From an optimization exercise on the open Yosys and OpenROAD flow, aimed at small area, a short achievable clock period and few clock cycles per item; shortcuts taken in it are not production practice. In this exercise RTL edits were held to simulation tests only and were not proved equivalent to the original. Power is estimated from default activity; no workload was simulated.

==> flow/design.v, too long to show whole: its modules and the start of the top module <==
// module booth_recoder: 16 lines
// module booth_mult_top: 1452 lines
module booth_mult_top (
	input  logic                          clk,
	input  logic                          reset,
	input  logic                          in_valid,
	input  logic signed [16-1:0] multiplicand,
	input  logic signed [16-1:0] multiplier,
	output logic                          out_valid,
	output logic signed [32-1:0] product
);
  // ...
==> flow/flow/run.sh <==
#!/bin/bash
# Layout flow: the standard ORFS flow (standard.sh), unchanged synthesis, with these changes:
#  - after synthesis, polarity.py re-chooses the polarity of full adders and xor gates so that
#    fewer inverters are needed (registers and all other cells are left as they are);
#  - port buffers are buf_1 instead of the delay buffer that buffer_ports picks by default;
#  - clock tree: sink clusters of up to 36 registers under sky130_fd_sc_hd__clkbuf_16 leaves, no dummy loads.
# Each tool writes its full output to a log here: synth.log, polarity.log, standard.log
# (and ORFS's own logs under orfs/).
set -euo pipefail
R=orfs/results/sky130hd/booth_mult_top/base
bash standard.sh synth > synth.log 2>&1
cp $R/1_2_yosys.v $R/1_2_yosys_std.v
python3 flow/polarity.py $R/1_2_yosys_std.v $R/1_2_yosys.v > polarity.log 2>&1
rm -f $R/1_synth.odb $R/1_synth.sdc
export BUFFER_PORTS_ARGS="-buffer_cell sky130_fd_sc_hd__buf_1"
export CTS_ARGS="-sink_clustering_enable -repair_clock_nets -buf_list sky130_fd_sc_hd__clkbuf_16 -sink_clustering_size 36 -sink_clustering_max_diameter 100 -dont_use_dummy_load"
bash standard.sh > standard.log 2>&1
==> flow/flow/polarity.py <==
#!/usr/bin/env python3
"""Re-choose the polarity of full adders and xor gates in a mapped sky130 netlist so that fewer
inverters are needed.

usage: polarity.py IN.v OUT.v

A full adder with all three inputs inverted gives both outputs inverted, and an xor/xnor gate
can take in or give out either polarity by trading xor for xnor. Synthesis leaves inverters
between such cells; this picks a polarity per cell that needs the fewest inverters, removes the
old inverters and adds one inverter per net whose complement is still needed. Registers and
all other cells keep their polarity.
"""
import re
import sys
from collections import defaultdict

src = open(sys.argv[1]).read()
m = re.search(r'^(.*?\n)(\s*sky130_fd_sc_hd__.*?;\n)(\s*endmodule.*)$', src, re.S)
head = src[:src.index('  sky130_fd_sc_hd__')]
tail = src[src.rindex(');') + 3:]
cells = []
for cm in re.finditer(r'^\s*(sky130_fd_sc_hd__(\w+))\s+(\S+)\s*\((.*?)\);', src, re.S | re.M):
    pins = [(p, n.strip()) for p, n in re.findall(r'\.(\w+)\(([^()]*)\)', cm.group(4))]
    cells.append({'type': cm.group(1), 'base': cm.group(2), 'name': cm.group(3), 'pins': pins})

OUTP = {'X', 'Y', 'Q', 'Q_N', 'SUM', 'COUT', 'HI', 'LO'}
ports = set()
for d in re.findall(r'^\s*(?:input|output)\s+(?:\[[^\]]*\]\s*)?(\S+);', head, re.M):
    ports.add(d)


def is_port_net(n):
    base = n.split('[')[0].strip().lstrip('\\')
    return base in ports


def kind(c):
    b = c['base']
    if re.match(r'(clk)?inv_\d+$', b):
        return 'inv'
    if re.match(r'fa_\d+$', b):
        return 'fa'
    if re.match(r'x(n)?or2_\d+$', b):
        return 'xor'
    return 'fixed'


driver = {}
for i, c in enumerate(cells):
    for p, n in c['pins']:
        if p in OUTP:
            driver[n] = (i, p)

# inverters whose output is a port stay as they are
for c in cells:
    c['kind'] = kind(c)
    if c['kind'] == 'inv' and is_port_net(dict(c['pins'])['Y']):
        c['kind'] = 'fixed'


def root(n):
    """(root net, parity) following removable inverters back"""
    par = 0
    while n in driver and cells[driver[n][0]]['kind'] == 'inv':
        n = dict(cells[driver[n][0]]['pins'])['A']
        par ^= 1
    return n, par


# loads: (cell index, pin, root, parity)
loads = []
for i, c in enumerate(cells):
    if c['kind'] == 'inv':
        continue
    for p, n in c['pins']:
        if p in OUTP:
            continue
        if n.startswith("1'b") or n == '':
            loads.append((i, p, n, 0))
            continue
        r, par = root(n)
        loads.append((i, p, r, par))
# output ports driven through inverters are kept by the fixed inverters above; ports driven
# directly keep their driver.

flip = [0] * len(cells)
flippable = [i for i, c in enumerate(cells) if c['kind'] in ('fa', 'xor')]
by_root = defaultdict(list)
for k, (i, p, r, par) in enumerate(loads):
    by_root[r].append(k)
cell_loads = defaultdict(list)   # loads on cell i's inputs
for k, (i, p, r, par) in enumerate(loads):
    cell_loads[i].append(k)
cell_roots = defaultdict(set)    # roots driven by cell i
for n, (i, p) in driver.items():
    if cells[i]['kind'] != 'inv':
        cell_roots[i].add(n)


def drv_flip(r):
    if r in driver:
        i = driver[r][0]
        return flip[i]
    return 0


def need(k):
    """1 if load k needs the complement of what its root net carries"""
    i, p, r, par = loads[k]
    if r.startswith("1'b"):
        return 0
    if cells[i]['kind'] == 'xor':
        return 0
    want = par ^ (flip[i] if cells[i]['kind'] == 'fa' else 0)
    return want ^ drv_flip(r)


def root_cost(r):
    return 1 if any(need(k) for k in by_root[r]) else 0


def cost_around(i):
    rs = set(cell_roots[i])
    for k in cell_loads[i]:
        rs.add(loads[k][2])
    return sum(root_cost(r) for r in rs if not r.startswith("1'b"))


total = sum(root_cost(r) for r in by_root if not r.startswith("1'b"))
start = sum(1 for c in cells if c['kind'] == 'inv')
# local search: single-cell flips, sideways moves allowed, annealed; keep the best found
import math
import random
rng = random.Random(1)
cur = total
best = cur
best_flip = list(flip)
iters = int(__import__("os").environ.get("POL_ITERS", "40000"))
for it in range(iters):
    temp = 0.6 * (1 - it / iters) + 0.01
    i = flippable[rng.randrange(len(flippable))]
    before = cost_around(i)
    flip[i] ^= 1
    d = cost_around(i) - before
    if d <= 0 or rng.random() < math.exp(-d / temp):
        cur += d
        if cur < best:
            best = cur
            best_flip = list(flip)
    else:
        flip[i] ^= 1
flip = best_flip
passes = iters
total = sum(root_cost(r) for r in by_root if not r.startswith("1'b"))

# ---- emit ----
inv_of = {}
new_wires = []


def complement(r):
    if r not in inv_of:
        k = len(inv_of)
        n = f'polinv_{k}_n'
        inv_of[r] = n
        new_wires.append(n)
    return inv_of[r]


out_cells = []
for i, c in enumerate(cells):
    if c['kind'] == 'inv':
        continue
    pins = []
    xor_par = 0
    for p, n in c['pins']:
        if p in OUTP:
            pins.append((p, n))
            continue
        if n.startswith("1'b") or n == '':
            pins.append((p, n))
            continue
        r, par = root(n)
        have = drv_flip(r)
        if c['kind'] == 'xor':
            xor_par ^= par ^ have
            pins.append((p, r))
        else:
            want = par ^ (flip[i] if c['kind'] == 'fa' else 0)
            pins.append((p, complement(r) if want ^ have else r))
    typ = c['type']
    if c['kind'] == 'xor':
        if xor_par ^ flip[i]:
            typ = typ.replace('__xor2', '__XX').replace('__xnor2', '__xor2').replace('__XX', '__xnor2')
            # xor2 drives X, xnor2 drives Y
            outp = 'X' if '__xor2' in typ else 'Y'
            pins = [((outp if p in ('X', 'Y') else p), n) for p, n in pins]
    out_cells.append((typ, c['name'], pins))
for r, n in inv_of.items():
    out_cells.append(('sky130_fd_sc_hd__inv_1', f'polinv_{n.split("_")[1]}', [('A', r), ('Y', n)]))

lines = [head.rstrip('\n')]
for n in new_wires:
    lines.append(f'  wire {n};')
for typ, name, pins in out_cells:
    lines.append(f'  {typ} {name} (')
    lines.append(',\n'.join(f'    .{p}({n} )' if n.startswith('\\') else f'    .{p}({n})' for p, n in pins))
    lines.append('  );')
lines.append(tail.lstrip('\n').rstrip('\n'))
open(sys.argv[2], 'w').write('\n'.join(lines) + '\n')
sys.stderr.write(f'polarity: {start} inverters before, {len(inv_of)} after, '
                 f'{sum(flip)} of {len(flippable)} cells flipped, {passes} passes\n')
==> flow/standard.sh <==
#!/bin/bash
# synth_recipe.tcl (not shown) runs the flow's synth.tcl, then flattens the netlist and writes it again
# the make line also repeats each setting of config.mk as NAME=value (left out here)
make -C /OpenROAD-flow-scripts/flow DESIGN_CONFIG=/design/flow/config.mk WORK_HOME=/design/flow/orfs CLKGATE_MAP_FILE= SYNTH_SCRIPT=/design/flow/synth_recipe.tcl "${@:-finish}"
==> flow/config.mk <==
export PLATFORM = sky130hd
export DESIGN_NAME = booth_mult_top
export DESIGN_NICKNAME = booth_mult_top
export VERILOG_FILES = /design/flow/design.v
export SDC_FILE = /design/flow/constraint.sdc
export NUM_CORES = 4
export LEC_CHECK = 0
export CAP_MARGIN = 20
export CORE_MARGIN = 2
export CORE_UTILIZATION = 50
export SETUP_SLACK_MARGIN = 3.4
export SLEW_MARGIN = 20
==> flow/constraint.sdc <==
create_clock -name core_clock -period 5.5 [get_ports {clk}]
set_input_delay 1.1000 -clock core_clock [delete_from_list [all_inputs] [get_ports {clk}]]
set_output_delay 1.1000 -clock core_clock [all_outputs]
set_load 0.01 [all_outputs]
==> results.cfg, run 1 <==
[status]
status = no timing/DRC/antenna violations

[finish]
dominant_cells = multi-input gates
nMultiInputCombCells = 541
clkbuf_count = 10
final_nets = 1047

[clock_network]
clock_path_buffers = 3
cts_buffers = 10

[floorplan]
taps = 265
dieArea_um2 = 21330

[critical_path]
cp_data_required_time_ns = 5.80
rrSetupSlack_ns = 3.42
crit_family = adder cells
crit_cells = 4
path_class = flop to flop
cp-end-kind = flop

[detailed_routing]
initialDrtViolationCount = 516
wl_per_cell_um = 18.28

[sta]
finalWorstSetupSlack_ns = 3.423

[global_route]
grt_max_degree = 37
grt_pass1_vias = 6420
grt_pass1_wl_um = 33780

[power]
power_density_nw_per_um2 = 488.9
fin_total_pwr_mw = 5.362

[placed_design]
place_inst = 1110

[yosys]
netlist_instances = 850
Testbench counts, summed over its fixed seeds: cycles 24,024, items 24,000.
==> run 2, diff against run 1 <==
--- a/flow/design.v
+++ b/flow/design.v
@@ -468,37 +468,44 @@
 	logic pg_p0_30;
 	logic pg_g0_30;
 	logic lo_g1_1;
 	logic lo_p1_1;
 	logic lo_g1_3;
 	logic lo_p1_3;
 	logic lo_g1_5;
 	logic lo_p1_5;
+	logic lo_g1_7;
+	logic lo_p1_7;
 	logic lo_g2_2;
 	logic lo_p2_2;
 	logic lo_g2_3;
 	logic lo_p2_3;
 	logic lo_g2_6;
 	logic lo_p2_6;
+	logic lo_g2_7;
+	logic lo_p2_7;
 	logic lo_g3_4;
 	logic lo_p3_4;
 	logic lo_g3_5;
 	logic lo_p3_5;
 	logic lo_g3_6;
 	logic lo_p3_6;
+	logic lo_g3_7;
+	logic lo_p3_7;
 	logic lo_sum_0;
 	logic lo_sum_1;
 	logic lo_sum_2;
 	logic lo_sum_3;
 	logic lo_sum_4;
 	logic lo_sum_5;
 	logic lo_sum_6;
-	logic lo_gk_7;
 	logic lo_sum_7;
+	logic lo_gk_8;
+	logic lo_sum_8;
 	logic c12_q1;
 	logic c14_q1;
 	logic s95_q1;
 	logic c16_q1;
 	logic s97_q1;
 	logic c96_q1;
 	logic c20_q1;
 	logic s99_q1;
@@ -580,17 +587,17 @@
 	logic lo_sum_0_q2;
 	logic lo_sum_1_q2;
 	logic lo_sum_2_q2;
 	logic lo_sum_3_q2;
 	logic lo_sum_4_q2;
 	logic lo_sum_5_q2;
 	logic lo_sum_6_q2;
 	logic lo_sum_7_q2;
-	logic pg_p0_8_q2;
+	logic lo_sum_8_q2;
 	logic pg_p0_9_q2;
 	logic pg_p0_10_q2;
 	logic pg_p0_11_q2;
 	logic pg_p0_12_q2;
 	logic pg_p0_13_q2;
 	logic pg_p0_14_q2;
 	logic pg_p0_15_q2;
 	logic pg_p0_16_q2;
@@ -603,18 +610,17 @@
 	logic pg_p0_23_q2;
 	logic pg_p0_24_q2;
 	logic pg_p0_25_q2;
 	logic pg_p0_26_q2;
 	logic pg_p0_27_q2;
 	logic pg_p0_28_q2;
 	logic s225_q2;
 	logic pg_p0_30_q2;
-	logic lo_gk_7_q2;
-	logic pg_g0_8_q2;
+	logic lo_gk_8_q2;
 	logic pg_g0_9_q2;
 	logic pg_g0_10_q2;
 	logic pg_g0_11_q2;
 	logic pg_g0_12_q2;
 	logic pg_g0_13_q2;
 	logic pg_g0_14_q2;
 	logic pg_g0_15_q2;
 	logic pg_g0_16_q2;
@@ -1054,37 +1060,44 @@
 	assign pg_p0_30 = pps_7_q1 ^ c226;
 	assign pg_g0_30 = pps_7_q1 & c226;
 	assign lo_g1_1 = 1'b0 | (pp_0_1_q1 & pg_g0_0_q1);
 	assign lo_p1_1 = pp_0_1_q1 & pg_p0_0_q1;
 	assign lo_g1_3 = 1'b0 | (s87_q1 & 1'b0);
 	assign lo_p1_3 = s87_q1 & s1_q1;
 	assign lo_g1_5 = pg_g0_5 | (pg_p0_5 & 1'b0);
 	assign lo_p1_5 = pg_p0_5 & s177;
+	assign lo_g1_7 = pg_g0_7 | (pg_p0_7 & pg_g0_6);
+	assign lo_p1_7 = pg_p0_7 & pg_p0_6;
 	assign lo_g2_2 = 1'b0 | (s1_q1 & lo_g1_1);
 	assign lo_p2_2 = s1_q1 & lo_p1_1;
 	assign lo_g2_3 = lo_g1_3 | (lo_p1_3 & lo_g1_1);
 	assign lo_p2_3 = lo_p1_3 & lo_p1_1;
 	assign lo_g2_6 = pg_g0_6 | (pg_p0_6 & lo_g1_5);
 	assign lo_p2_6 = pg_p0_6 & lo_p1_5;
+	assign lo_g2_7 = lo_g1_7 | (lo_p1_7 & lo_g1_5);
+	assign lo_p2_7 = lo_p1_7 & lo_p1_5;
 	assign lo_g3_4 = 1'b0 | (s177 & lo_g2_3);
 	assign lo_p3_4 = s177 & lo_p2_3;
 	assign lo_g3_5 = lo_g1_5 | (lo_p1_5 & lo_g2_3);
 	assign lo_p3_5 = lo_p1_5 & lo_p2_3;
 	assign lo_g3_6 = lo_g2_6 | (lo_p2_6 & lo_g2_3);
 	assign lo_p3_6 = lo_p2_6 & lo_p2_3;
+	assign lo_g3_7 = lo_g2_7 | (lo_p2_7 & lo_g2_3);
+	assign lo_p3_7 = lo_p2_7 & lo_p2_3;
 	assign lo_sum_0 = pg_p0_0_q1 ^ 1'b0;
 	assign lo_sum_1 = pp_0_1_q1 ^ pg_g0_0_q1;
 	assign lo_sum_2 = s1_q1 ^ lo_g1_1;
 	assign lo_sum_3 = s87_q1 ^ lo_g2_2;
 	assign lo_sum_4 = s177 ^ lo_g2_3;
 	assign lo_sum_5 = pg_p0_5 ^ lo_g3_4;
 	assign lo_sum_6 = pg_p0_6 ^ lo_g3_5;
-	assign lo_gk_7 = pg_g0_7 | (pg_p0_7 & lo_g3_6);
 	assign lo_sum_7 = pg_p0_7 ^ lo_g3_6;
+	assign lo_gk_8 = pg_g0_8 | (pg_p0_8 & lo_g3_7);
+	assign lo_sum_8 = pg_p0_8 ^ lo_g3_7;
 	always_ff @(posedge clk) begin
 		c12_q1 <= c12;
 		c14_q1 <= c14;
 		s95_q1 <= s95;
 		c16_q1 <= c16;
 		s97_q1 <= s97;
 		c96_q1 <= c96;
 		c20_q1 <= c20;
@@ -1169,17 +1182,17 @@
 		lo_sum_0_q2 <= lo_sum_0;
 		lo_sum_1_q2 <= lo_sum_1;
 		lo_sum_2_q2 <= lo_sum_2;
 		lo_sum_3_q2 <= lo_sum_3;
 		lo_sum_4_q2 <= lo_sum_4;
 		lo_sum_5_q2 <= lo_sum_5;
 		lo_sum_6_q2 <= lo_sum_6;
 		lo_sum_7_q2 <= lo_sum_7;
-		pg_p0_8_q2 <= pg_p0_8;
+		lo_sum_8_q2 <= lo_sum_8;
 		pg_p0_9_q2 <= pg_p0_9;
 		pg_p0_10_q2 <= pg_p0_10;
 		pg_p0_11_q2 <= pg_p0_11;
 		pg_p0_12_q2 <= pg_p0_12;
 		pg_p0_13_q2 <= pg_p0_13;
 		pg_p0_14_q2 <= pg_p0_14;
 		pg_p0_15_q2 <= pg_p0_15;
 		pg_p0_16_q2 <= pg_p0_16;
@@ -1192,18 +1205,17 @@
 		pg_p0_23_q2 <= pg_p0_23;
 		pg_p0_24_q2 <= pg_p0_24;
 		pg_p0_25_q2 <= pg_p0_25;
 		pg_p0_26_q2 <= pg_p0_26;
 		pg_p0_27_q2 <= pg_p0_27;
 		pg_p0_28_q2 <= pg_p0_28;
 		s225_q2 <= s225;
 		pg_p0_30_q2 <= pg_p0_30;
-		lo_gk_7_q2 <= lo_gk_7;
-		pg_g0_8_q2 <= pg_g0_8;
+		lo_gk_8_q2 <= lo_gk_8;
 		pg_g0_9_q2 <= pg_g0_9;
 		pg_g0_10_q2 <= pg_g0_10;
 		pg_g0_11_q2 <= pg_g0_11;
 		pg_g0_12_q2 <= pg_g0_12;
 		pg_g0_13_q2 <= pg_g0_13;
 		pg_g0_14_q2 <= pg_g0_14;
 		pg_g0_15_q2 <= pg_g0_15;
 		pg_g0_16_q2 <= pg_g0_16;
@@ -1217,165 +1229,165 @@
 		pg_g0_24_q2 <= pg_g0_24;
 		pg_g0_25_q2 <= pg_g0_25;
 		pg_g0_26_q2 <= pg_g0_26;
 		pg_g0_27_q2 <= pg_g0_27;
 		pg_g0_28_q2 <= pg_g0_28;
 		pg_g0_30_q2 <= pg_g0_30;
 	end
 	logic [31:0] sum_w;
-	assign sum_w[6:0] = {lo_sum_6_q2, lo_sum_5_q2, lo_sum_4_q2, lo_sum_3_q2, lo_sum_2_q2, lo_sum_1_q2, lo_sum_0_q2};
+	assign sum_w[7:0] = {lo_sum_7_q2, lo_sum_6_q2, lo_sum_5_q2, lo_sum_4_q2, lo_sum_3_q2, lo_sum_2_q2, lo_sum_1_q2, lo_sum_0_q2};
 	logic pf_g1_1;
-	assign pf_g1_1 = pg_g0_8_q2 | (pg_p0_8_q2 & lo_gk_7_q2);
+	assign pf_g1_1 = pg_g0_9_q2 | (pg_p0_9_q2 & lo_gk_8_q2);
 	logic pf_p1_1;
-	assign pf_p1_1 = pg_p0_8_q2 & lo_sum_7_q2;
+	assign pf_p1_1 = pg_p0_9_q2 & lo_sum_8_q2;
 	logic pf_g1_3;
-	assign pf_g1_3 = pg_g0_10_q2 | (pg_p0_10_q2 & pg_g0_9_q2);
+	assign pf_g1_3 = pg_g0_11_q2 | (pg_p0_11_q2 & pg_g0_10_q2);
 	logic pf_p1_3;
-	assign pf_p1_3 = pg_p0_10_q2 & pg_p0_9_q2;
+	assign pf_p1_3 = pg_p0_11_q2 & pg_p0_10_q2;
 	logic pf_g1_5;
-	assign pf_g1_5 = pg_g0_12_q2 | (pg_p0_12_q2 & pg_g0_11_q2);
+	assign pf_g1_5 = pg_g0_13_q2 | (pg_p0_13_q2 & pg_g0_12_q2);
 	logic pf_p1_5;
-	assign pf_p1_5 = pg_p0_12_q2 & pg_p0_11_q2;
+	assign pf_p1_5 = pg_p0_13_q2 & pg_p0_12_q2;
 	logic pf_g1_7;
-	assign pf_g1_7 = pg_g0_14_q2 | (pg_p0_14_q2 & pg_g0_13_q2);
+	assign pf_g1_7 = pg_g0_15_q2 | (pg_p0_15_q2 & pg_g0_14_q2);
 	logic pf_p1_7;
-	assign pf_p1_7 = pg_p0_14_q2 & pg_p0_13_q2;
+	assign pf_p1_7 = pg_p0_15_q2 & pg_p0_14_q2;
 	logic pf_g1_9;
-	assign pf_g1_9 = pg_g0_16_q2 | (pg_p0_16_q2 & pg_g0_15_q2);
+	assign pf_g1_9 = pg_g0_17_q2 | (pg_p0_17_q2 & pg_g0_16_q2);
 	logic pf_p1_9;
-	assign pf_p1_9 = pg_p0_16_q2 & pg_p0_15_q2;
+	assign pf_p1_9 = pg_p0_17_q2 & pg_p0_16_q2;
 	logic pf_g1_11;
-	assign pf_g1_11 = pg_g0_18_q2 | (pg_p0_18_q2 & pg_g0_17_q2);
+	assign pf_g1_11 = pg_g0_19_q2 | (pg_p0_19_q2 & pg_g0_18_q2);
 	logic pf_p1_11;
-	assign pf_p1_11 = pg_p0_18_q2 & pg_p0_17_q2;
+	assign pf_p1_11 = pg_p0_19_q2 & pg_p0_18_q2;
 	logic pf_g1_13;
-	assign pf_g1_13 = pg_g0_20_q2 | (pg_p0_20_q2 & pg_g0_19_q2);
+	assign pf_g1_13 = pg_g0_21_q2 | (pg_p0_21_q2 & pg_g0_20_q2);
 	logic pf_p1_13;
-	assign pf_p1_13 = pg_p0_20_q2 & pg_p0_19_q2;
+	assign pf_p1_13 = pg_p0_21_q2 & pg_p0_20_q2;
 	logic pf_g1_15;
-	assign pf_g1_15 = pg_g0_22_q2 | (pg_p0_22_q2 & pg_g0_21_q2);
+	assign pf_g1_15 = pg_g0_23_q2 | (pg_p0_23_q2 & pg_g0_22_q2);
 	logic pf_p1_15;
-	assign pf_p1_15 = pg_p0_22_q2 & pg_p0_21_q2;
+	assign pf_p1_15 = pg_p0_23_q2 & pg_p0_22_q2;
 	logic pf_g1_17;
-	assign pf_g1_17 = pg_g0_24_q2 | (pg_p0_24_q2 & pg_g0_23_q2);
+	assign pf_g1_17 = pg_g0_25_q2 | (pg_p0_25_q2 & pg_g0_24_q2);
 	logic pf_p1_17;
-	assign pf_p1_17 = pg_p0_24_q2 & pg_p0_23_q2;
+	assign pf_p1_17 = pg_p0_25_q2 & pg_p0_24_q2;
 	logic pf_g1_19;
-	assign pf_g1_19 = pg_g0_26_q2 | (pg_p0_26_q2 & pg_g0_25_q2);
+	assign pf_g1_19 = pg_g0_27_q2 | (pg_p0_27_q2 & pg_g0_26_q2);
 	logic pf_p1_19;
-	assign pf_p1_19 = pg_p0_26_q2 & pg_p0_25_q2;
+	assign pf_p1_19 = pg_p0_27_q2 & pg_p0_26_q2;
 	logic pf_g1_21;
-	assign pf_g1_21 = pg_g0_28_q2 | (pg_p0_28_q2 & pg_g0_27_q2);
+	assign pf_g1_21 = 1'b0 | (s225_q2 & pg_g0_28_q2);
 	logic pf_p1_21;
-	assign pf_p1_21 = pg_p0_28_q2 & pg_p0_27_q2;
+	assign pf_p1_21 = s225_q2 & pg_p0_28_q2;
 	logic pf_g1_23;
-	assign pf_g1_23 = pg_g0_30_q2 | (pg_p0_30_q2 & 1'b0);
+	assign pf_g1_23 = 1'b0 | (1'b1 & pg_g0_30_q2);
 	logic pf_p1_23;
-	assign pf_p1_23 = pg_p0_30_q2 & s225_q2;
+	assign pf_p1_23 = 1'b1 & pg_p0_30_q2;
 	logic pf_g2_2;
-	assign pf_g2_2 = pg_g0_9_q2 | (pg_p0_9_q2 & pf_g1_1);
+	assign pf_g2_2 = pg_g0_10_q2 | (pg_p0_10_q2 & pf_g1_1);
 	logic pf_p2_2;
-	assign pf_p2_2 = pg_p0_9_q2 & pf_p1_1;
+	assign pf_p2_2 = pg_p0_10_q2 & pf_p1_1;
 	logic pf_g2_3;
 	assign pf_g2_3 = pf_g1_3 | (pf_p1_3 & pf_g1_1);
 	logic pf_p2_3;
 	assign pf_p2_3 = pf_p1_3 & pf_p1_1;
 	logic pf_g2_6;
-	assign pf_g2_6 = pg_g0_13_q2 | (pg_p0_13_q2 & pf_g1_5);
+	assign pf_g2_6 = pg_g0_14_q2 | (pg_p0_14_q2 & pf_g1_5);
 	logic pf_p2_6;
-	assign pf_p2_6 = pg_p0_13_q2 & pf_p1_5;
+	assign pf_p2_6 = pg_p0_14_q2 & pf_p1_5;
 	logic pf_g2_7;
 	assign pf_g2_7 = pf_g1_7 | (pf_p1_7 & pf_g1_5);
 	logic pf_p2_7;
 	assign pf_p2_7 = pf_p1_7 & pf_p1_5;
 	logic pf_g2_10;
-	assign pf_g2_10 = pg_g0_17_q2 | (pg_p0_17_q2 & pf_g1_9);
+	assign pf_g2_10 = pg_g0_18_q2 | (pg_p0_18_q2 & pf_g1_9);
 	logic pf_p2_10;
-	assign pf_p2_10 = pg_p0_17_q2 & pf_p1_9;
+	assign pf_p2_10 = pg_p0_18_q2 & pf_p1_9;
 	logic pf_g2_11;
 	assign pf_g2_11 = pf_g1_11 | (pf_p1_11 & pf_g1_9);
 	logic pf_p2_11;
 	assign pf_p2_11 = pf_p1_11 & pf_p1_9;
 	logic pf_g2_14;
-	assign pf_g2_14 = pg_g0_21_q2 | (pg_p0_21_q2 & pf_g1_13);
+	assign pf_g2_14 = pg_g0_22_q2 | (pg_p0_22_q2 & pf_g1_13);
 	logic pf_p2_14;
-	assign pf_p2_14 = pg_p0_21_q2 & pf_p1_13;
+	assign pf_p2_14 = pg_p0_22_q2 & pf_p1_13;
 	logic pf_g2_15;
 	assign pf_g2_15 = pf_g1_15 | (pf_p1_15 & pf_g1_13);
 	logic pf_p2_15;
 	assign pf_p2_15 = pf_p1_15 & pf_p1_13;
 	logic pf_g2_18;
-	assign pf_g2_18 = pg_g0_25_q2 | (pg_p0_25_q2 & pf_g1_17);
+	assign pf_g2_18 = pg_g0_26_q2 | (pg_p0_26_q2 & pf_g1_17);
 	logic pf_p2_18;
-	assign pf_p2_18 = pg_p0_25_q2 & pf_p1_17;
+	assign pf_p2_18 = pg_p0_26_q2 & pf_p1_17;
 	logic pf_g2_19;
 	assign pf_g2_19 = pf_g1_19 | (pf_p1_19 & pf_g1_17);
 	logic pf_p2_19;
 	assign pf_p2_19 = pf_p1_19 & pf_p1_17;
 	logic pf_g2_22;
-	assign pf_g2_22 = 1'b0 | (s225_q2 & pf_g1_21);
+	assign pf_g2_22 = pg_g0_30_q2 | (pg_p0_30_q2 & pf_g1_21);
 	logic pf_p2_22;
-	assign pf_p2_22 = s225_q2 & pf_p1_21;
+	assign pf_p2_22 = pg_p0_30_q2 & pf_p1_21;
 	logic pf_g2_23;
 	assign pf_g2_23 = pf_g1_23 | (pf_p1_23 & pf_g1_21);
 	logic pf_p2_23;
 	assign pf_p2_23 = pf_p1_23 & pf_p1_21;
 	logic pf_g3_4;
-	assign pf_g3_4 = pg_g0_11_q2 | (pg_p0_11_q2 & pf_g2_3);
+	assign pf_g3_4 = pg_g0_12_q2 | (pg_p0_12_q2 & pf_g2_3);
 	logic pf_p3_4;
-	assign pf_p3_4 = pg_p0_11_q2 & pf_p2_3;
+	assign pf_p3_4 = pg_p0_12_q2 & pf_p2_3;
 	logic pf_g3_5;
 	assign pf_g3_5 = pf_g1_5 | (pf_p1_5 & pf_g2_3);
 	logic pf_p3_5;
 	assign pf_p3_5 = pf_p1_5 & pf_p2_3;
 	logic pf_g3_6;
 	assign pf_g3_6 = pf_g2_6 | (pf_p2_6 & pf_g2_3);
 	logic pf_p3_6;
 	assign pf_p3_6 = pf_p2_6 & pf_p2_3;
 	logic pf_g3_7;
 	assign pf_g3_7 = pf_g2_7 | (pf_p2_7 & pf_g2_3);
 	logic pf_p3_7;
 	assign pf_p3_7 = pf_p2_7 & pf_p2_3;
 	logic pf_g3_12;
-	assign pf_g3_12 = pg_g0_19_q2 | (pg_p0_19_q2 & pf_g2_11);
+	assign pf_g3_12 = pg_g0_20_q2 | (pg_p0_20_q2 & pf_g2_11);
 	logic pf_p3_12;
-	assign pf_p3_12 = pg_p0_19_q2 & pf_p2_11;
+	assign pf_p3_12 = pg_p0_20_q2 & pf_p2_11;
 	logic pf_g3_13;
 	assign pf_g3_13 = pf_g1_13 | (pf_p1_13 & pf_g2_11);
 	logic pf_p3_13;
 	assign pf_p3_13 = pf_p1_13 & pf_p2_11;
 	logic pf_g3_14;
 	assign pf_g3_14 = pf_g2_14 | (pf_p2_14 & pf_g2_11);
 	logic pf_p3_14;
 	assign pf_p3_14 = pf_p2_14 & pf_p2_11;
 	logic pf_g3_15;
 	assign pf_g3_15 = pf_g2_15 | (pf_p2_15 & pf_g2_11);
 	logic pf_p3_15;
 	assign pf_p3_15 = pf_p2_15 & pf_p2_11;
 	logic pf_g3_20;
-	assign pf_g3_20 = pg_g0_27_q2 | (pg_p0_27_q2 & pf_g2_19);
+	assign pf_g3_20 = pg_g0_28_q2 | (pg_p0_28_q2 & pf_g2_19);
 	logic pf_p3_20;
-	assign pf_p3_20 = pg_p0_27_q2 & pf_p2_19;
+	assign pf_p3_20 = pg_p0_28_q2 & pf_p2_19;
 	logic pf_g3_21;
 	assign pf_g3_21 = pf_g1_21 | (pf_p1_21 & pf_g2_19);
 	logic pf_p3_21;
 	assign pf_p3_21 = pf_p1_21 & pf_p2_19;
 	logic pf_g3_22;
 	assign pf_g3_22 = pf_g2_22 | (pf_p2_22 & pf_g2_19);
 	logic pf_p3_22;
 	assign pf_p3_22 = pf_p2_22 & pf_p2_19;
 	logic pf_g3_23;
 	assign pf_g3_23 = pf_g2_23 | (pf_p2_23 & pf_g2_19);
 	logic pf_p3_23;
 	assign pf_p3_23 = pf_p2_23 & pf_p2_19;
 	logic pf_g4_8;
-	assign pf_g4_8 = pg_g0_15_q2 | (pg_p0_15_q2 & pf_g3_7);
+	assign pf_g4_8 = pg_g0_16_q2 | (pg_p0_16_q2 & pf_g3_7);
 	logic pf_p4_8;
-	assign pf_p4_8 = pg_p0_15_q2 & pf_p3_7;
+	assign pf_p4_8 = pg_p0_16_q2 & pf_p3_7;
 	logic pf_g4_9;
 	assign pf_g4_9 = pf_g1_9 | (pf_p1_9 & pf_g3_7);
 	logic pf_p4_9;
 	assign pf_p4_9 = pf_p1_9 & pf_p3_7;
 	logic pf_g4_10;
 	assign pf_g4_10 = pf_g2_10 | (pf_p2_10 & pf_g3_7);
 	logic pf_p4_10;
 	assign pf_p4_10 = pf_p2_10 & pf_p3_7;
@@ -1394,24 +1406,20 @@
 	logic pf_g4_14;
 	assign pf_g4_14 = pf_g3_14 | (pf_p3_14 & pf_g3_7);
 	logic pf_p4_14;
 	assign pf_p4_14 = pf_p3_14 & pf_p3_7;
 	logic pf_g4_15;
 	assign pf_g4_15 = pf_g3_15 | (pf_p3_15 & pf_g3_7);
 	logic pf_p4_15;
 	assign pf_p4_15 = pf_p3_15 & pf_p3_7;
-	logic pf_g4_24;
-	assign pf_g4_24 = 1'b0 | (1'b1 & pf_g3_23);
-	logic pf_p4_24;
-	assign pf_p4_24 = 1'b1 & pf_p3_23;
 	logic pf_g5_16;
-	assign pf_g5_16 = pg_g0_23_q2 | (pg_p0_23_q2 & pf_g4_15);
+	assign pf_g5_16 = pg_g0_24_q2 | (pg_p0_24_q2 & pf_g4_15);
 	logic pf_p5_16;
-	assign pf_p5_16 = pg_p0_23_q2 & pf_p4_15;
+	assign pf_p5_16 = pg_p0_24_q2 & pf_p4_15;
 	logic pf_g5_17;
 	assign pf_g5_17 = pf_g1_17 | (pf_p1_17 & pf_g4_15);
 	logic pf_p5_17;
 	assign pf_p5_17 = pf_p1_17 & pf_p4_15;
 	logic pf_g5_18;
 	assign pf_g5_18 = pf_g2_18 | (pf_p2_18 & pf_g4_15);
 	logic pf_p5_18;
 	assign pf_p5_18 = pf_p2_18 & pf_p4_15;
@@ -1430,41 +1438,36 @@
 	logic pf_g5_22;
 	assign pf_g5_22 = pf_g3_22 | (pf_p3_22 & pf_g4_15);
 	logic pf_p5_22;
 	assign pf_p5_22 = pf_p3_22 & pf_p4_15;
 	logic pf_g5_23;
 	assign pf_g5_23 = pf_g3_23 | (pf_p3_23 & pf_g4_15);
 	logic pf_p5_23;
 	assign pf_p5_23 = pf_p3_23 & pf_p4_15;
-	logic pf_g5_24;
-	assign pf_g5_24 = pf_g4_24 | (pf_p4_24 & pf_g4_15);
-	logic pf_p5_24;
-	assign pf_p5_24 = pf_p4_24 & pf_p4_15;
-	assign sum_w[7] = lo_sum_7_q2 ^ 1'b0;
-	assign sum_w[8] = pg_p0_8_q2 ^ lo_gk_7_q2;
-	assign sum_w[9] = pg_p0_9_q2 ^ pf_g1_1;
-	assign sum_w[10] = pg_p0_10_q2 ^ pf_g2_2;
-	assign sum_w[11] = pg_p0_11_q2 ^ pf_g2_3;
-	assign sum_w[12] = pg_p0_12_q2 ^ pf_g3_4;
-	assign sum_w[13] = pg_p0_13_q2 ^ pf_g3_5;
-	assign sum_w[14] = pg_p0_14_q2 ^ pf_g3_6;
-	assign sum_w[15] = pg_p0_15_q2 ^ pf_g3_7;
-	assign sum_w[16] = pg_p0_16_q2 ^ pf_g4_8;
-	assign sum_w[17] = pg_p0_17_q2 ^ pf_g4_9;
-	assign sum_w[18] = pg_p0_18_q2 ^ pf_g4_10;
-	assign sum_w[19] = pg_p0_19_q2 ^ pf_g4_11;
-	assign sum_w[20] = pg_p0_20_q2 ^ pf_g4_12;
-	assign sum_w[21] = pg_p0_21_q2 ^ pf_g4_13;
-	assign sum_w[22] = pg_p0_22_q2 ^ pf_g4_14;
-	assign sum_w[23] = pg_p0_23_q2 ^ pf_g4_15;
-	assign sum_w[24] = pg_p0_24_q2 ^ pf_g5_16;
-	assign sum_w[25] = pg_p0_25_q2 ^ pf_g5_17;
-	assign sum_w[26] = pg_p0_26_q2 ^ pf_g5_18;
-	assign sum_w[27] = pg_p0_27_q2 ^ pf_g5_19;
-	assign sum_w[28] = pg_p0_28_q2 ^ pf_g5_20;
-	assign sum_w[29] = s225_q2 ^ pf_g5_21;
-	assign sum_w[30] = pg_p0_30_q2 ^ pf_g5_22;
-	assign sum_w[31] = 1'b1 ^ pf_g5_23;
+	assign sum_w[8] = lo_sum_8_q2 ^ 1'b0;
+	assign sum_w[9] = pg_p0_9_q2 ^ lo_gk_8_q2;
+	assign sum_w[10] = pg_p0_10_q2 ^ pf_g1_1;
+	assign sum_w[11] = pg_p0_11_q2 ^ pf_g2_2;
+	assign sum_w[12] = pg_p0_12_q2 ^ pf_g2_3;
+	assign sum_w[13] = pg_p0_13_q2 ^ pf_g3_4;
+	assign sum_w[14] = pg_p0_14_q2 ^ pf_g3_5;
+	assign sum_w[15] = pg_p0_15_q2 ^ pf_g3_6;
+	assign sum_w[16] = pg_p0_16_q2 ^ pf_g3_7;
+	assign sum_w[17] = pg_p0_17_q2 ^ pf_g4_8;
+	assign sum_w[18] = pg_p0_18_q2 ^ pf_g4_9;
+	assign sum_w[19] = pg_p0_19_q2 ^ pf_g4_10;
+	assign sum_w[20] = pg_p0_20_q2 ^ pf_g4_11;
+	assign sum_w[21] = pg_p0_21_q2 ^ pf_g4_12;
+	assign sum_w[22] = pg_p0_22_q2 ^ pf_g4_13;
+	assign sum_w[23] = pg_p0_23_q2 ^ pf_g4_14;
+	assign sum_w[24] = pg_p0_24_q2 ^ pf_g4_15;
+	assign sum_w[25] = pg_p0_25_q2 ^ pf_g5_16;
+	assign sum_w[26] = pg_p0_26_q2 ^ pf_g5_17;
+	assign sum_w[27] = pg_p0_27_q2 ^ pf_g5_18;
+	assign sum_w[28] = pg_p0_28_q2 ^ pf_g5_19;
+	assign sum_w[29] = s225_q2 ^ pf_g5_20;
+	assign sum_w[30] = pg_p0_30_q2 ^ pf_g5_21;
+	assign sum_w[31] = 1'b1 ^ pf_g5_22;
 	always_ff @(posedge clk) begin
 		product <= sum_w;
 	end
 endmodule
==> flow/flow/run.sh (replaced) <==
#!/bin/bash
# Layout flow: the standard ORFS flow (standard.sh), unchanged synthesis, with these changes:
#  - after synthesis, polarity.py re-chooses the polarity of full adders and xor gates so that
#    fewer inverters are needed (registers and all other cells are left as they are);
#  - port buffers are buf_1 instead of the delay buffer that buffer_ports picks by default;
#  - clock tree: sink clusters of up to 20 registers under sky130_fd_sc_hd__clkbuf_8 leaves, no dummy loads.
# Each tool writes its full output to a log here: synth.log, polarity.log, standard.log
# (and ORFS's own logs under orfs/).
set -euo pipefail
R=orfs/results/sky130hd/booth_mult_top/base
bash standard.sh synth > synth.log 2>&1
cp $R/1_2_yosys.v $R/1_2_yosys_std.v
python3 flow/polarity.py $R/1_2_yosys_std.v $R/1_2_yosys.v > polarity.log 2>&1
rm -f $R/1_synth.odb $R/1_synth.sdc
export BUFFER_PORTS_ARGS="-buffer_cell sky130_fd_sc_hd__buf_1"
export CTS_ARGS="-sink_clustering_enable -repair_clock_nets -buf_list sky130_fd_sc_hd__clkbuf_8 -sink_clustering_size 20 -sink_clustering_max_diameter 60 -dont_use_dummy_load"
bash standard.sh > standard.log 2>&1
==> flow/config.mk (replaced) <==
export PLATFORM = sky130hd
export DESIGN_NAME = booth_mult_top
export DESIGN_NICKNAME = booth_mult_top
export VERILOG_FILES = /design/flow/design.v
export SDC_FILE = /design/flow/constraint.sdc
export NUM_CORES = 4
export LEC_CHECK = 0
export CAP_MARGIN = 20
export CORE_MARGIN = 2
export CORE_UTILIZATION = 50
export SETUP_SLACK_MARGIN = 3.45
export SLEW_MARGIN = 20
==> run 2 against run 1 <==
Sequential share of layout area down 0.29 points. Critical path depth down 3. Maximum frequency down 0.49%. Critical path type is now flop to primary output. Critical endpoint is now product[24]. Largest power group unchanged.
==> results.cfg, run 2 <==
[sta]
rsz0062_at_grt = yes
fin_crit_ns = 2.087
fin_worst_skew_ns = 0.05471
tns_ns = 0
maxSlewViolCount = 0
setup_viol = 0
hold-worst-slack_ns = 0.3288
worstMarginPinSlew_ns = 0.5660
max_freq_mhz = 479.1
relSlewSlack_pct = 62.27
min_period_over_period_pct = 37.95
hold_viol = 0

[clock_network]
cts_buffers = 18
cts-htree-levels = 1
clock_path_buffers = 3
cts.clk_slew.worst_paths_ns = 0.11
clock_latency_ns = 0.53
clock-sinks = 212
hold_buffers = 0
cts_tree = yes
cts_root_buf = clkbuf_8

[finish]
final_cells = 1136
final_cell_mix = dfxtp_1 (165), xnor2_1 (137), a22oi_1 (119), fa_1 (85), ha_1 (54)
drive_above_1_share_pct = 15.27
fillCellCount = 1697
diodes = 0
layout_top_registers = product (32), md_r (16)
regMostFlops = product
final_common_cell = dfxtp_1
largest_reg_flops = 32
final_nets = 1050
area_growth_pct = 9.930

[detailed_routing]
wl_um = 20540
wl_per_cell_um = 18.08
viasPerCell = 5.491
dr.pass1.iters = 5
initialDrtViolationCount = 346
drtAntennaViolNets = 0
post-route-drc-count = 0
vias = 6238

[placed_design]
place.gp.congestion = 0.8791
place_inst = 1108
io_buffers = 67
dp_hpwl_um = 14210

[floorplan]
floorplan.initialDensity_pct = 51.33
rows = 51
io_pins = 68
dieArea_um2 = 21260
die_h_um = 145.8
coreArea_um2 = 19590
die_x_um = 145.8

[global_route]
antenna_found_initial = 0
track_usage_pct = 19.44
grt_pass1_wl_um = 33680
grt_pass1_vias = 6720
grt_max_degree = 21
gr-total-overflow = 0

[yosys]
netlist_instances = 848
yosysWarnings = 2
synth_area_um2 = 10050
syn_nets = 1025
synth_area_per_cell_um2 = 11.86

[power]
peakVddDrop_uv = 213.7
power.leakage_nw = 4.303
power_density_nw_per_um2 = 496.1
fin_total_pwr_mw = 5.484

[flow_run]
maxCapViolations = 0

[critical_path]
critPathMaxStageDelay_ns = 0.34
cp_cell_sequence = buf_6
path_class = flop to primary output
crit_family = flip-flops
cp-end-kind = primary output
cp_num_buf_inv = 1
cp_data_arrival_time_ns = 0.99
critPathMaxFanout = 1
critical_path.slowest_cell = dfxtp_2
cp_data_required_time_ns = 4.40
r2r_start = pg_p0_17_q2
startpoint = product[24]
crit_path_start_kind = flop

[status]
status = no timing/DRC/antenna violations

[min_path]
hp-start = lo_sum_7_q2
hold_path.class = flop to flop
run 2: worst paths after layout:
| kind | to | slack [ns] | cells past startpoint |
|---|---|---|---|
| worst max-delay path | product[24] | 3.41 | 1 |
| worst min-delay path | product[7] | 0.33 | 0 |
| worst max register to register | product[25] | 3.45 | 8 |
| worst min register to register | product[7] | 0.33 | 0 |
run 2: report_power, final:
group          total [mW]  internal, mW  switching [mW]
sequential           2.55          2.16           0.393
combinational        2.16          1.11            1.05
clock               0.768         0.295           0.473
total                5.48          3.56            1.92
run 2: cell type report:
cell class              count  area, um^2  share of cell area (%)
multi-input cells         541        5577                   50.45
flip-flops and latches    212        4393                   39.74
repair buffers             77       417.9                   3.781
well taps                 265       331.6                   3.000
clock buffers              18       247.7                   2.241
inverters                  23       86.33                  0.7811
run 2: stage by stage:
stage                     area [um^2]  utilization (%)  worst slack (ns)
after floorplan                 10180                -             3.433
after global placement          10360            52.89             3.020
final                           11050            56.42             3.413
after global routing            11050            56.42             3.338
after CTS                       10880            55.52             3.386
after detailed placement        10360            52.89             2.971
run 2: metal layers:
layer  global-route usage (%)  vias up  share of wire (%)
met1                    25.27     3101                 43
met2                    33.25      216                 49
met3                    3.950       25                7.0
li1                         -     2896                  -
met4                    5.000        0                1.4
met5                        0        -                  0
run 2: timing repair:
item | in CTS | in global routing
setup endpoints to repair | 99 | 76
cloned | 0 | 0
setup buffers | 3 | 7
pin swaps | 8 | 9
resized for setup | 112 | 35
Testbench counts of run 2, summed over its fixed seeds: cycles 24,024, items 24,000.
==> run 3, diff against run 2 <==
--- a/flow/config.mk
+++ b/flow/config.mk
@@ -9,4 +9,4 @@
 export CORE_MARGIN = 2
 export CORE_UTILIZATION = 50
-export SETUP_SLACK_MARGIN = 3.45
+export SETUP_SLACK_MARGIN = 3.4
 export SLEW_MARGIN = 20
==> run 3 against run 2 <==
Still clean on timing, DRC and antenna. Register-to-register slack about the same. Synthesized area unchanged. Via count down 1.5%. Routed wire length down 1.5%. First-iteration DRC count up 4.0%. Worst hold slack better by 0.0067 ns. Non-clock buffer count down 5. Sequential power about the same. Maximum frequency up 1.2%. Largest cell class unchanged. Highest routed layer unchanged.
==> results.cfg, run 3 <==
[floorplan]
coreArea_um2 = 19590
io_pins = 68
die_h_um = 145.8
dieArea_um2 = 21260
die_x_um = 145.8
floorplan.initialDensity_pct = 51.33
rows = 51

[detailed_routing]
initialDrtViolationCount = 360
wl_um = 20240
wl_per_cell_um = 17.94
viasPerCell = 5.449
vias = 6146
drtAntennaViolNets = 0
post-route-drc-count = 0
dr.pass1.iters = 5

[global_route]
gr-total-overflow = 0
antenna_found_initial = 0
grt_pass1_wl_um = 33690
track_usage_pct = 19.53
grt_max_degree = 21
grt_pass1_vias = 6635

[placed_design]
place.gp.congestion = 0.8738
place_inst = 1108
dp_slack_ns = 2.962
dp_hpwl_um = 14290
place_area_um2 = 10360
io_buffers = 67

[finish]
final_cell_mix = dfxtp_1 (162), xnor2_1 (137), a22oi_1 (120), fa_1 (84), ha_1 (54)
diodes = 0
final_nets = 1042
regMostFlops = product
final_util_pct = 55.95
layout_top_registers = product (32), md_r (16)
largest_reg_flops = 32
final_cells = 1128
drive_above_1_share_pct = 14.37
final_common_cell = dfxtp_1
postLayoutCellArea_um2 = 10960
area_growth_pct = 9.009

[power]
peakVddDrop_uv = 296.3
pwr-share-seq_pct = 47.4
power.leakage_nw = 4.245
power.share.switching_pct = 35.12
fin_total_pwr_mw = 5.400
switchingPower_mw = 1.896
p_clk_share_pct = 12.8
p_int_mw = 3.503
power_density_nw_per_um2 = 492.7
pwr-share-comb_pct = 39.8

[critical_path]
crit_path_start_kind = flop
crit_family = flip-flops
path_class = flop to primary output
cp-end-kind = primary output
cp_data_arrival_time_ns = 0.96
cp_data_required_time_ns = 4.40
critPathMaxFanout = 1
critical_path.slowest_cell = dfxtp_1
cp_num_buf_inv = 1
cp_cell_sequence = buf_2
critPathMaxStageDelay_ns = 0.33

[flow_run]
maxCapViolations = 0

[status]
status = no timing/DRC/antenna violations

[sta]
worstMarginPinSlew_ns = 0.6970
min_period_over_period_pct = 37.48
rsz0062_at_grt = yes
fin_crit_ns = 2.061
finalWorstSetupSlack_ns = 3.439
max_freq_mhz = 485.1
hold_viol = 0
hold-worst-slack_ns = 0.3355
fin_worst_skew_ns = 0.02276
maxSlewViolCount = 0
relSlewSlack_pct = 53.54
tns_ns = 0
setup_viol = 0

[yosys]
synth_area_per_cell_um2 = 11.86
netlist_instances = 848
yosysWarnings = 2
synth_area_um2 = 10050
syn_nets = 1025

[clock_network]
cts_root_buf = clkbuf_8
clock_path_buffers = 3
cts_buffers = 15
cts.clk_slew.worst_paths_ns = 0.12
clock_latency_ns = 0.50
cts_tree = yes
cts-htree-levels = 1
clock-sinks = 212

[min_path]
hold_path.class = flop to flop
-- run 3: power by group through the flow --
stage | logic (mW) | clock network, mW | registers, mW
floorplan | 1.49 | 0 | 2.47
global placement | 1.99 | 0 | 2.56
detailed placement | 2.07 | 0 | 2.58
CTS | 2.14 | 0.721 | 2.55
global route | 2.56 | 0.782 | 2.63
finish | 2.15 | 0.694 | 2.56
-- run 3: what timing repair did --
action                                  4_1_cts  5_1_grt
pin swaps                                     7        9
endpoints found under the setup margin       70       64
hold buffers                                  0        0
setup buffers                                 4        1
gates resized for setup                      66       81
-- run 3: worst paths after layout --
check                   start          end  slack [ns]  cells after the start
setup / recovery  product[29]  product[29]        3.44                      1
hold / removal    lo_sum_3_q2   product[3]        0.34                      0
hold reg to reg   lo_sum_3_q2   product[3]        0.34                      0
setup reg to reg     one_r[0]      s125_q1        3.46                      5
-- run 3: final cells by class --
cell class / instances / area, um^2
Fill cell: 1722 / 8630
Inverter: 23 / 86.33
Sequential cell: 212 / 4394
Multi-Input combinational cell: 541 / 5590
Timing Repair Buffer: 72 / 351.6
Tap cell: 265 / 331.6
Clock buffer: 15 / 206.4
-- run 3: worst reg2reg max path, cell delays in order, from the launching register on --
cell and delay (ns):
dfxtp_4 0.48, o21ai_2 0.10, xor2_2 0.19, buf_4 0.16
fa_1 0.51, fa_1 0.48
-- run 3: layer usage --
metal  GRT usage [%]  vias up  routed length [um]
met5               0        -                   0
met4           5.588        0                 444
met3           3.009       45                1265
met2           33.61      198                9819
met1           25.62     3025                8706
li1                -     2878                   -

==> port drivers added, routing unchanged <==
The results above use ideal ports. As a check the final layouts listed here were re-extracted and re-timed, cells and wires unchanged. Step 1, drivers: a clkbuf_16 drives clk and a buf_2 each remaining input, both assumed. Step 2 times the ports against the registers' clock, not the clock port: input delays grow and output delays shrink by t, the midpoint of the rising clock arrivals with the driver on. Slacks: no drivers / after step 1 / after step 2; pairs: no drivers / after step 1.
run | shift t [ns] | slack for setup (ns) | hold WS [ns] | slew at the worst register clock pin (ns)
run 1 | 0.501 | 3.423 / 3.398 / 3.423 | 0.339 / 0.339 / 0.339 | 0.13 / 0.13
run 2 | 0.542 | 3.413 / 3.374 / 3.448 | 0.329 / 0.329 / 0.329 | 0.11 / 0.11
run 3 | 0.532 | 3.439 / 3.399 / 3.457 | 0.335 / 0.335 / 0.335 | 0.12 / 0.12
After both steps setup and hold are still met in every run listed.
